From an optimization exercise on the open Yosys and OpenROAD flow, aimed at small area, a short achievable clock period and few clock cycles per item; shortcuts taken in it are not production practice.
Function was checked by simulation only, so behaviour that the tests miss may differ from the original.

## ntt_butterfly
module ntt_butterfly (
  input  logic        clk,
  input  logic        rst,
  input  logic        in_valid,
  output logic        in_ready,
  input  logic        in_mode,
  input  logic [11:0] in_a,
  input  logic [11:0] in_b,
  input  logic [11:0] in_zeta,
  input  logic [7:0]  in_idx,
  output logic        out_valid,
  input  logic        out_ready,
  output logic [11:0] out_a,
  output logic [11:0] out_b,
  output logic [7:0]  out_idx,
  output logic        busy
);
  logic        en;
  logic        v1, v2, v3;
  logic [12:0] mx;
  logic        m1, m2;
  logic [11:0] a1, z1;
  logic [12:0] mx1, xa, xa2;
  logic [7:0]  idx1, idx2, idx3;
  logic [24:0] p, p2;
  logic [13:0] sa, sa3;
  logic [12:0] sb, sb3;
  assign en       = !v3 || out_ready;
  assign in_ready = en && !rst;
  always_ff @(posedge clk) begin
    if (rst) begin
      v1 <= 1'b0;
      v2 <= 1'b0;
      v3 <= 1'b0;
    end else if (en) begin
      v1 <= in_valid;
      v2 <= v1;
      v3 <= v2;
    end
  end
  bfly_pre u_pre (.mode(in_mode), .a(in_a), .b(in_b), .mx(mx));
  bfly_reg #(.W(1 + 12 + 13 + 12 + 8)) u_r1 (
    .clk(clk), .en(en), .d({in_mode, in_a, mx, in_zeta, in_idx}),
    .q({m1, a1, mx1, z1, idx1}));
  bfly_mul u_mul (.mode(m1), .a(a1), .mx(mx1), .zeta(z1), .p(p), .xa(xa));
  bfly_reg #(.W(1 + 13 + 25 + 8)) u_r2 (
    .clk(clk), .en(en), .d({m1, xa, p, idx1}), .q({m2, xa2, p2, idx2}));
  bfly_red u_red (.mode(m2), .xa(xa2), .p(p2), .sa(sa), .sb(sb));
  bfly_reg #(.W(14 + 13 + 8)) u_r3 (
    .clk(clk), .en(en), .d({sa, sb, idx2}), .q({sa3, sb3, idx3}));
  bfly_fin u_fin (.sa(sa3), .sb(sb3), .ra(out_a), .rb(out_b));
  assign out_idx   = idx3;
  assign out_valid = v3;
  assign busy      = v1 || v2 || v3;
endmodule
Size in the first run: roughly 130 flip-flops, roughly 0.015 mm2 of cells after synthesis.
export LEC_CHECK = 0
export CAP_MARGIN = 20
export CORE_MARGIN = 2
export CORE_UTILIZATION = 40
export SLEW_MARGIN = 20
create_clock -name core_clock -period 14.0 [get_ports {clk}]
standard.sh (not shown) runs the stock make flow with config.mk's settings and CLKGATE_MAP_FILE= SYNTH_SCRIPT=/design/flow/synth_recipe.tcl, a recipe that flattens the netlist after the stock synthesis.
==> flow/flow/run.sh <==
#!/bin/bash
# Standard layout, with the port buffers made from buf_2 cells instead of
# the flow's default choice (a slow delay buffer), and timing repair aiming
# for a 6.4 ns critical path (setup margin 7.6 ns against the 14 ns clock).
bash standard.sh "BUFFER_PORTS_ARGS=-buffer_cell sky130_fd_sc_hd__buf_2" SETUP_SLACK_MARGIN=7.6 finish > standard.log 2>&1
Testbench counts at the start, summed over its fixed seeds: cycles 16,024, items 16,000.
Rerun with:
==> flow/run.sh (new file) <==
#!/bin/bash
# synth_recipe.tcl (not shown) runs the flow's synth.tcl, then flattens the netlist and writes it again
# the make line also repeats each setting of config.mk as NAME=value (left out here)
make -C /OpenROAD-flow-scripts/flow DESIGN_CONFIG=/design/flow/config.mk WORK_HOME=/design/flow/orfs CLKGATE_MAP_FILE= SYNTH_SCRIPT=/design/flow/synth_recipe.tcl finish
removed: flow/flow/run.sh
removed: flow/standard.sh
What happened: Cell area increases by 1.2%; global-route usage increases by 0.23 points; final cell count decreases by 0.46%; register-to-register slack is worse by 0.35 ns; sequential share of layout area decreases by 0.28 points; die area does not change; wire length decreases by 0.79%.

---

Another version of the RTL of ntt_butterfly (not shown whole).
Size in the first run: ~1200 cells after synthesis, about 84 I/O pins, about 0.013 mm2 of cells after synthesis.
==> flow/config.mk <==
export PLATFORM = sky130hd
export DESIGN_NAME = ntt_butterfly
export DESIGN_NICKNAME = ntt_butterfly
export VERILOG_FILES = /design/flow/design.v
export SDC_FILE = /design/flow/constraint.sdc
export NUM_CORES = 4
export LEC_CHECK = 0
export CAP_MARGIN = 20
export CORE_MARGIN = 2
export CORE_UTILIZATION = 40
export SLEW_MARGIN = 20
==> flow/constraint.sdc <==
create_clock -name core_clock -period 14.0 [get_ports {clk}]
set_input_delay 2.8000 -clock core_clock [delete_from_list [all_inputs] [get_ports {clk}]]
set_output_delay 2.8000 -clock core_clock [all_outputs]
set_load 0.01 [all_outputs]
==> flow/flow/run.sh <==
#!/bin/bash
# Standard layout with four changes to how it is made:
#  - port buffers are buf_2 cells instead of the flow's default choice (a
#    slow delay buffer);
#  - timing repair aims for a 6.0 ns critical path (setup margin 8.0 ns
#    against the 14 ns clock);
#  - the clock tree is built from clkbuf_8 cells;
#  - after the standard synthesis, invopt4.py picks the polarity of the
#    adder cells (a full adder is self-dual; a half adder is rebuilt as an
#    XOR/XNOR and an AND-type gate when that helps) and of gates that have a
#    complementary twin (AND/NAND, AOI/AO, ...) to drop the inverters Yosys
#    leaves between them; the netlist keeps the same function, registers
#    and ports.
set -euo pipefail
ARGS=("BUFFER_PORTS_ARGS=-buffer_cell sky130_fd_sc_hd__buf_2" SETUP_SLACK_MARGIN=8.0 "CTS_BUF_LIST=sky130_fd_sc_hd__clkbuf_8")
R=$PWD/orfs/results/$FLOW_PLATFORM/ntt_butterfly/base
bash standard.sh "${ARGS[@]}" synth > synth.log 2>&1
cp $R/1_2_yosys.v 1_2_yosys_standard.v
python3 flow/invopt4.py 1_2_yosys_standard.v $R/1_2_yosys.v > invopt.log 2>&1
rm -f $R/1_synth.odb $R/1_synth.sdc
bash standard.sh "${ARGS[@]}" finish > standard.log 2>&1
Other scripts of this flow, unchanged in this note and not shown: flow/flow/invopt4.py
Testbench counts at the start, summed over its fixed seeds: cycles 16,024, items 16,000.
Rerun with:
--- a/flow/flow/run.sh
+++ b/flow/flow/run.sh
@@ -1,3 +1,3 @@
 #!/bin/bash
-# Standard layout with four changes to how it is made:
+# Standard layout with these changes to how it is made:
 #  - port buffers are buf_2 cells instead of the flow's default choice (a
@@ -5,4 +5,5 @@
 #  - timing repair aims for a 6.0 ns critical path (setup margin 8.0 ns
-#    against the 14 ns clock);
-#  - the clock tree is built from clkbuf_8 cells;
+#    against the 14 ns clock), working on the worst 10% of endpoints;
+#  - the clock tree is built from clkbuf_8 cells, without the dummy loads
+#    clock tree synthesis adds to balance its branches;
 #  - after the standard synthesis, invopt4.py picks the polarity of the
@@ -14,3 +15,3 @@
 set -euo pipefail
-ARGS=("BUFFER_PORTS_ARGS=-buffer_cell sky130_fd_sc_hd__buf_2" SETUP_SLACK_MARGIN=8.0 "CTS_BUF_LIST=sky130_fd_sc_hd__clkbuf_8")
+ARGS=("BUFFER_PORTS_ARGS=-buffer_cell sky130_fd_sc_hd__buf_2" SETUP_SLACK_MARGIN=8.0 TNS_END_PERCENT=10 "CTS_ARGS=-sink_clustering_enable -repair_clock_nets -buf_list sky130_fd_sc_hd__clkbuf_8 -dont_use_dummy_load")
 R=$PWD/orfs/results/$FLOW_PLATFORM/ntt_butterfly/base
Outcome: The changed run finished with timing, DRC and antenna clean; global-route usage went down by 0.29 points; critical path depth is unchanged; worst hold slack is worse by 0.015 ns; design area went down by 2.0%; sequential cell count stays the same; non-clock buffer count went down by 8; worst setup slack is better by 0.010 ns; wire length went down by 0.87%; maximum frequency stays flat.

---

ntt_butterfly, a different RTL version from the one above (not shown whole).
For scale: about 1,300 cells after synthesis, ~84 I/O pins, about 0.014 sq mm of cells after synthesis.
clock: 14.0 ns
lec_check: 0
cap_margin: 20
core_margin: 2
core_utilization: 40
slew_margin: 20
==> flow/flow/run.sh <==
#!/bin/bash
# Standard layout with four changes to how it is made:
#  - port buffers are buf_2 cells instead of the flow's default choice (a
#    slow delay buffer);
#  - timing repair aims for a 6.1 ns critical path (setup margin 7.9 ns
#    against the 14 ns clock);
#  - the clock tree is built from clkbuf_8 cells;
#  - after the standard synthesis, invopt4.py picks the polarity of the
#    adder cells (a full adder is self-dual; a half adder is rebuilt as an
#    XOR/XNOR and an AND-type gate when that helps) and of gates that have a
#    complementary twin (AND/NAND, AOI/AO, ...) to drop the inverters Yosys
#    leaves between them; the netlist keeps the same function, registers
#    and ports.
set -euo pipefail
ARGS=("BUFFER_PORTS_ARGS=-buffer_cell sky130_fd_sc_hd__buf_2" SETUP_SLACK_MARGIN=7.9 "CTS_BUF_LIST=sky130_fd_sc_hd__clkbuf_8")
R=$PWD/orfs/results/$FLOW_PLATFORM/ntt_butterfly/base
bash standard.sh "${ARGS[@]}" synth > synth.log 2>&1
cp $R/1_2_yosys.v 1_2_yosys_standard.v
python3 flow/invopt4.py 1_2_yosys_standard.v $R/1_2_yosys.v > invopt.log 2>&1
rm -f $R/1_synth.odb $R/1_synth.sdc
bash standard.sh "${ARGS[@]}" finish > standard.log 2>&1
Other scripts of this flow, unchanged in this note and not shown: flow/flow/invopt4.py
The first run passed the timing, DRC and antenna checks.
Testbench counts at the start, summed over its fixed seeds: cycles 16,024, items 16,000.
Rerun with:
--- a/flow/flow/run.sh
+++ b/flow/flow/run.sh
@@ -4,3 +4,3 @@
 #    slow delay buffer);
-#  - timing repair aims for a 6.1 ns critical path (setup margin 7.9 ns
+#  - timing repair aims for a 9 ns critical path (setup margin 5 ns
 #    against the 14 ns clock);
@@ -14,3 +14,3 @@
 set -euo pipefail
-ARGS=("BUFFER_PORTS_ARGS=-buffer_cell sky130_fd_sc_hd__buf_2" SETUP_SLACK_MARGIN=7.9 "CTS_BUF_LIST=sky130_fd_sc_hd__clkbuf_8")
+ARGS=("BUFFER_PORTS_ARGS=-buffer_cell sky130_fd_sc_hd__buf_2" SETUP_SLACK_MARGIN=5 "CTS_BUF_LIST=sky130_fd_sc_hd__clkbuf_8")
 R=$PWD/orfs/results/$FLOW_PLATFORM/ntt_butterfly/base
What happened: Fmax went down by 9.7%; clock skew climbs by 0.0045 ns; sequential share of layout area increases by 0.33 points; synthesized area does not change; via count drops by 0.52%; core utilization fell by 0.58 points; routed wire length went down by 0.49%.

---

== lane 1 ==
RTL: one of the versions met above, not the one the previous note started from.
Size in the first run: roughly 1200 cells after synthesis.
export LEC_CHECK = 0
export CAP_MARGIN = 20
export CORE_MARGIN = 2
export CORE_UTILIZATION = 40
export SLEW_MARGIN = 20
create_clock -name core_clock -period 14.0 [get_ports {clk}]
==> flow/flow/run.sh <==
#!/bin/bash
# Standard layout with these changes to how it is made:
#  - port buffers are buf_2 cells instead of the flow's default choice (a
#    slow delay buffer);
#  - timing repair aims for a 6.0 ns critical path (setup margin 8.0 ns
#    against the 14 ns clock);
#  - the clock tree is built from clkbuf_8 cells (25 sinks per cluster), without the dummy loads
#    clock tree synthesis adds to balance its branches;
#  - after the standard synthesis, invopt4.py picks the polarity of the
#    adder cells (a full adder is self-dual; a half adder is rebuilt as an
#    XOR/XNOR and an AND-type gate when that helps) and of gates that have a
#    complementary twin (AND/NAND, AOI/AO, ...) to drop the inverters Yosys
#    leaves between them; the netlist keeps the same function, registers
#    and ports.
set -euo pipefail
ARGS=("BUFFER_PORTS_ARGS=-buffer_cell sky130_fd_sc_hd__buf_2" SETUP_SLACK_MARGIN=8.0 "CTS_ARGS=-sink_clustering_enable -repair_clock_nets -buf_list sky130_fd_sc_hd__clkbuf_8 -dont_use_dummy_load -sink_clustering_size 25")
R=$PWD/orfs/results/$FLOW_PLATFORM/ntt_butterfly/base
bash standard.sh "${ARGS[@]}" synth > synth.log 2>&1
cp $R/1_2_yosys.v 1_2_yosys_standard.v
python3 flow/invopt4.py 1_2_yosys_standard.v $R/1_2_yosys.v > invopt.log 2>&1
rm -f $R/1_synth.odb $R/1_synth.sdc
bash standard.sh "${ARGS[@]}" finish > standard.log 2>&1
Other scripts of this flow, unchanged in this note and not shown: flow/flow/invopt4.py
Lane 1: full flow OK, the timing, DRC and antenna checks passed
Testbench counts of lane 1, summed over its fixed seeds: cycles 16,024, items 16,000.
Edits applied to the flow inputs when going from lane 1 to lane 2:
--- a/flow/flow/run.sh
+++ b/flow/flow/run.sh
@@ -6,3 +6,3 @@
 #    against the 14 ns clock);
-#  - the clock tree is built from clkbuf_8 cells (25 sinks per cluster), without the dummy loads
+#  - the clock tree is built from clkbuf_8 cells, without the dummy loads
 #    clock tree synthesis adds to balance its branches;
@@ -15,3 +15,3 @@
 set -euo pipefail
-ARGS=("BUFFER_PORTS_ARGS=-buffer_cell sky130_fd_sc_hd__buf_2" SETUP_SLACK_MARGIN=8.0 "CTS_ARGS=-sink_clustering_enable -repair_clock_nets -buf_list sky130_fd_sc_hd__clkbuf_8 -dont_use_dummy_load -sink_clustering_size 25")
+ARGS=("BUFFER_PORTS_ARGS=-buffer_cell sky130_fd_sc_hd__buf_2" SETUP_SLACK_MARGIN=8.0 "CTS_ARGS=-sink_clustering_enable -repair_clock_nets -buf_list sky130_fd_sc_hd__clkbuf_8 -dont_use_dummy_load")
 R=$PWD/orfs/results/$FLOW_PLATFORM/ntt_butterfly/base
==> comparison <==
Lane 2 and lane 1 ended up with nearly the same area taken by multi-input logic gates. | cell area | lane 2 vs lane 1 | ≈ equal |. The average footprint of a synthesized cell on lane 2 is in line with that on lane 1. As far as post-layout minimum cycle time goes, lane 1 and lane 2 are indistinguishable; the numbers are identical. Diff lane 1 -> lane 2: wire length reported by the detailed router about even; number of cell instances on the worst register-to-register path neither gained nor lost much; overall track demand over capacity in global routing flat. Count of inserted tapcells: lane 2 vs lane 1 identical.

---

red:
ntt_butterfly, a different RTL version from the one above (not shown whole).
For scale: roughly 1,200 cells after synthesis, ~84 I/O pins, ~13,000 um2 of cells after synthesis.
clock: 14.0 ns
lec_check: 0
cap_margin: 20
core_margin: 2
core_utilization: 40
slew_margin: 20
==> flow/flow/run.sh <==
#!/bin/bash
# Standard layout with four changes to how it is made:
#  - port buffers are buf_2 cells instead of the flow's default choice (a
#    slow delay buffer);
#  - timing repair aims for a 6.1 ns critical path (setup margin 7.9 ns
#    against the 14 ns clock);
#  - the clock tree is built from clkbuf_8 cells;
#  - after the standard synthesis, invopt4.py picks the polarity of the
#    adder cells (a full adder is self-dual; a half adder is rebuilt as an
#    XOR/XNOR and an AND-type gate when that helps) and of gates that have a
#    complementary twin (AND/NAND, AOI/AO, ...) to drop the inverters Yosys
#    leaves between them; the netlist keeps the same function, registers
#    and ports.
set -euo pipefail
ARGS=("BUFFER_PORTS_ARGS=-buffer_cell sky130_fd_sc_hd__buf_2" SETUP_SLACK_MARGIN=7.9 "CTS_BUF_LIST=sky130_fd_sc_hd__clkbuf_8")
R=$PWD/orfs/results/$FLOW_PLATFORM/ntt_butterfly/base
bash standard.sh "${ARGS[@]}" synth > synth.log 2>&1
cp $R/1_2_yosys.v 1_2_yosys_standard.v
python3 flow/invopt4.py 1_2_yosys_standard.v $R/1_2_yosys.v > invopt.log 2>&1
rm -f $R/1_synth.odb $R/1_synth.sdc
bash standard.sh "${ARGS[@]}" finish > standard.log 2>&1
Other scripts of this flow, unchanged in this note and not shown: flow/flow/invopt4.py
Testbench counts of red, summed over its fixed seeds: cycles 16,024, items 16,000.
Input changes introduced in blue (baseline for comparison: red):
-- flow/flow/run.sh --
<<< red, line 3
#  - port buffers are buf_2 cells instead of the flow's default choice (a
#    slow delay buffer);
#  - timing repair aims for a 6.1 ns critical path (setup margin 7.9 ns
#    against the 14 ns clock);
#  - the clock tree is built from clkbuf_8 cells;
>>> blue, line 3
#  - port buffers are buf_2 cells instead of the flow's default choice (a
#    slow delay buffer);
#  - timing repair aims for a 6.0 ns critical path (setup margin 8.0 ns
#    against the 14 ns clock);
#  - the clock tree is built from clkbuf_8 cells;
<<< red, line 13
#    and ports.
set -euo pipefail
ARGS=("BUFFER_PORTS_ARGS=-buffer_cell sky130_fd_sc_hd__buf_2" SETUP_SLACK_MARGIN=7.9 "CTS_BUF_LIST=sky130_fd_sc_hd__clkbuf_8")
R=$PWD/orfs/results/$FLOW_PLATFORM/ntt_butterfly/base
bash standard.sh "${ARGS[@]}" synth > synth.log 2>&1
>>> blue, line 13
#    and ports.
set -euo pipefail
ARGS=("BUFFER_PORTS_ARGS=-buffer_cell sky130_fd_sc_hd__buf_2" SETUP_SLACK_MARGIN=8.0 "CTS_BUF_LIST=sky130_fd_sc_hd__clkbuf_8")
R=$PWD/orfs/results/$FLOW_PLATFORM/ntt_butterfly/base
bash standard.sh "${ARGS[@]}" synth > synth.log 2>&1
### Flow results
- Delta(setup slack, blue - red) > 0
- Against red, blue reports a highest attainable clock frequency that is higher.
- Diff red -> blue: transition time at the pin with the least slew margin shows an increase of 0.010 ns, number of cells on the critical path shows no meaningful change, wire length shows a reduction of 350 um, setup slack of the most critical reg-to-reg path shows an increase of 0.06 ns.

## separate check: timing with driven ports
Ports are ideal in the flow. The routed layouts listed here were re-timed in OpenROAD. Step 1 assumes that a clkbuf_16 drives the clock port and a buf_2 every other input. Step 2 times the ports against the registers' clock, not the clock port: input delays grow and output delays shrink by t, the midpoint of the rising clock arrivals with the driver on. a / b / c = ideal ports / drivers / drivers and shift; a / b = the first two.
run	t, ns	slack for setup (ns)	worst hold slack (ns)
the first run of note 1	0.472	7.629 / 7.629 / 7.629	0.418 / 0.418 / 0.418
the second run of note 1	0.486	7.073 / 7.051 / 7.051	0.418 / 0.418 / 0.418
the first run of note 2	0.494	8.042 / 7.982 / 7.488	0.421 / 0.421 / 0.421
the second run of note 2	0.474	8.052 / 7.971 / 7.497	0.406 / 0.406 / 0.406
the first run of note 3	0.506	8.045 / 8.027 / 7.588	0.423 / 0.423 / 0.423
the second run of note 3	0.510	7.409 / 7.409 / 7.194	0.422 / 0.422 / 0.422
lane 1	0.484	8.039 / 7.996 / 7.512	0.419 / 0.419 / 0.419
lane 2	0.484	8.039 / 7.996 / 7.512	0.419 / 0.419 / 0.419
red	0.495	8.036 / 8.017 / 7.561	0.415 / 0.415 / 0.415
blue	0.505	8.060 / 8.039 / 7.671	0.417 / 0.417 / 0.417
After both steps setup and hold are still met in every run listed. The setup slack of the second run of note 2, which loses most, moves by -0.081 ns with the drivers and by -0.555 ns with both steps.
